Background: an optimization exercise with open tools, aiming at small area, a short achievable clock period and few clock cycles. Do not read the settings as production practice. Only simulation tests tie the RTL to the original design; equivalence was not proved. Power figures rest on the tool's default switching activity, not on a simulated workload.

exp/cedar:
==> flow/design.v (excerpt) <==
module zero_run_bitmap_decoder #(
    parameter int MAX_CLUSTERS = 4096
) (
    input  logic                    clk,
    input  logic                    rst_n,
    input  logic                    cfg_valid,
    output logic                    cfg_ready,
    input  zrbd_pkg::count_t        cfg_data,
    input  logic                    in_valid,
    output logic                    in_stall,
    input  zrbd_pkg::cmd_t          cmd,
    input  zrbd_pkg::byte_t         data_byte,
    input  zrbd_pkg::count_t        cluster,
    output logic                    out_valid,
    input  logic                    out_stall,
    output logic                    visible
);
Size in the first run: ~9400 cells after synthesis, ~4600 flip-flops, about 45 I/O pins, ~0.13 mm2 of cells after synthesis.
Settings: LEC_CHECK=0, CAP_MARGIN=20, CORE_MARGIN=2, CORE_UTILIZATION=40, CTS_CLUSTER_DIAMETER=80, CTS_CLUSTER_SIZE=24, SETUP_SLACK_MARGIN=5, SLEW_MARGIN=20; clock period 8.0 ns.
run.sh (not shown) runs the stock make flow with config.mk's settings and CLKGATE_MAP_FILE= SYNTH_SCRIPT=/design/flow/synth_recipe.tcl, a recipe that flattens the netlist after the stock synthesis.
exp/cedar reached the final stage; the timing, DRC and antenna checks on its layout passed.
Testbench counts of exp/cedar, summed over its fixed seeds: cycles 15,652.
> inputs changed (exp/cedar -> exp/willow)
diff --git a/flow/design.v b/flow/design.v
--- a/flow/design.v
+++ b/flow/design.v
@@ -77,23 +77,24 @@
     logic               q0_k, q1_k;      
     zrbd_pkg::cmd_t     q0_cmd, q1_cmd;
     zrbd_pkg::byte_t    q0_d, q1_d;
     zrbd_pkg::count_t   q0_cl, q1_cl;
     logic [RL*8-1:0]    q0_rsel;         
     logic [RL*8-1:0]    rsel_q1, rsel_in;
     logic               stall_r;
-    logic               cfg_ready_r;     
-    logic               stall_nx;
+    logic               cfg_ready_r;
+    logic               stall_nx, q_full_nx;
     logic               take;
     zrbd_pkg::count_t   in_cl;
     logic               head_free, blocked, fire;
     assign in_stall  = stall_r;
     assign cfg_ready = cfg_ready_r;
-    assign take      = (in_valid | cfg_valid) & ~stall_r;
-    assign stall_nx  = (head_free ? (q1_v && take) : (q1_v || take)) || (pend >= (OW+2)'(OD - 1));
+    assign take      = (in_valid & ~stall_r) | (cfg_valid & cfg_ready_r);
+    assign q_full_nx = head_free ? (q1_v && take) : (q1_v || take);
+    assign stall_nx  = q_full_nx || (pend >= (OW+2)'(OD - 1));
     assign in_cl     = cfg_valid ? cfg_data : cluster;
     always_comb
     begin
         for (int j = 0; j < RL*8; j++)
         begin
             rsel_q1[j] = ({ph_reg + SW'(1) - q1_cl[5:3], q1_cl[2:0]} == (SW+3)'(j));
             rsel_in[j] = ({ph_reg + SW'(1) - in_cl[5:3], in_cl[2:0]} == (SW+3)'(j));
@@ -146,40 +147,41 @@
         end
         else
         begin
             eff_new = q0_cl;
         end
         len_new = PW'((14'(eff_new) + 14'd7) >> 3);
     end
-    logic [RN-1:0]      ins_hold_r, ins_wr_r;
+    logic [RN-1:0]      ins_hold, ins_wr_r;
     logic               ins_v_r, ins_clr_r;
     logic [RW-1:0]      ins_idx_r;
     zrbd_pkg::byte_t    ins_d_r;
     logic [SW-1:0]      nx_slot;
     logic               nx_v, nx_clear, begin_now;
     logic [RW-1:0]      nx_idx;
     assign begin_now = fire && c_begin;
     assign nx_slot   = ph_reg + SW'(2);
     assign nx_v      = buf_v[nx_slot] && !begin_now;
     assign nx_idx    = buf_idx[nx_slot];
     assign nx_clear  = !clr_done[nx_slot] || begin_now;
+    assign ins_hold  = ~(ins_wr_r | {RN{ins_clr_r}});
     logic [RW-1:0]      q_ring;
     logic [SW-1:0]      q_slot;
     logic [2:0]         q_bit;
     logic [RN-1:0]      rd_bits;
     assign q_ring = q0_cl[11:6];
     assign q_slot = q0_cl[5:3];
     assign q_bit  = q0_cl[2:0];
     zrbd_row_store #(
         .RN (RN),
         .RL (RL),
         .RW (RW)
     ) u_store (
         .clk     (clk),
-        .hold    (ins_hold_r),
+        .hold    (ins_hold),
         .wr      (ins_wr_r),
         .wr_data (ins_d_r),
         .rd_sel  (q0_rsel),
         .rd_bits (rd_bits)
     );
     logic               r1_v;
     logic               r1_inr, r1_fill, r1_fw, r1_fwbit, r1_clr;
@@ -238,15 +240,15 @@
                 q1_v <= q1_v && take;
             end
             else
             begin
                 q1_v <= q1_v || take;
             end
             stall_r     <= stall_nx;
-            cfg_ready_r <= !stall_nx;
+            cfg_ready_r <= !q_full_nx;
             ph_reg <= ph_reg + SW'(1);
             buf_v[nx_slot]     <= 1'b0;
             clr_done[ins_slot] <= clr_done[ins_slot] || ins_clr_r;
             ins_clr_r          <= nx_clear;
             ins_v_r            <= nx_v;
             rem_fix <= 1'b0;
             if (rem_fix)
@@ -343,15 +345,14 @@
             q1_cmd <= cmd;
             q1_d   <= data_byte;
             q1_cl  <= in_cl;
         end
         for (int j = 0; j < RN; j++)
         begin
             ins_wr_r[j]   <= nx_v && (nx_idx == RW'(j));
-            ins_hold_r[j] <= !(nx_clear || (nx_v && (nx_idx == RW'(j))));
         end
         ins_idx_r <= nx_idx;
         ins_d_r   <= buf_d[nx_slot];
         if (fire && lit)
         begin
             buf_idx[w_slot] <= wpos_reg[SW+RW-1:SW];
             buf_d[w_slot]   <= q0_d;
[summary]
- exp/cedar was carried through to the last stage, and its layout satisfied the timing, DRC and antenna checks.
- exp/willow went all the way through the flow, and no timing, DRC or antenna check failed.
- exp/willow against exp/cedar: post-layout minimum cycle time up 0.033 ns; design area went down 0.0017 mm2; routing usage on met1 increased 0.78 points; flip-flop and latch count after synthesis shrank by 64; worst-case setup slack after placement shows an increase of 0.11 ns.
- [compare] base=exp/cedar new=exp/willow: worst path setup slack after routing went down by 0.033 ns, total of max-cap violations stayed essentially flat.
- The synthesized area reported for exp/willow is smaller than that of exp/cedar by 1.3%.
- In exp/willow, synthesized cell count is lower than in exp/cedar.
- exp/willow against exp/cedar: number of fillers in the final layout now sits lower, detailed-route via count rose 461, final cell utilization of the core roughly the same, total power consumption of the routed design rose by about 0.6%, number of synthesized flops with an enable pin roughly the same.
Testbench counts of exp/willow, summed over its fixed seeds: cycles 15,652.

## what the ideal ports hide
The flow's constraints put no driver on any port. The routed layouts listed below were extracted and timed again, unchanged, in two steps.
Step 1, drivers: a clkbuf_16 drives clk and a buf_2 each remaining input, both assumed.
Step 2, shift: input delay + t, output delay - t, t = (earliest + latest rising clock arrival at the registers) / 2. This alone moves slack from input paths to output paths.
a / b / c = ideal ports / drivers / drivers and shift; a / b = the first two.
run | shift t [ns] | setup slack, ns | clock arrival spread, ns
exp/cedar | 1.030 | 4.831 / 4.735 / 4.091 | 0.100 / 0.100
exp/willow | 1.038 | 4.799 / 4.704 / 4.104 | 0.097 / 0.097
After both steps every run listed still meets setup and hold. For exp/cedar, which loses most, drivers alone change the setup slack by -0.096 ns; drivers and shift together by -0.740 ns.
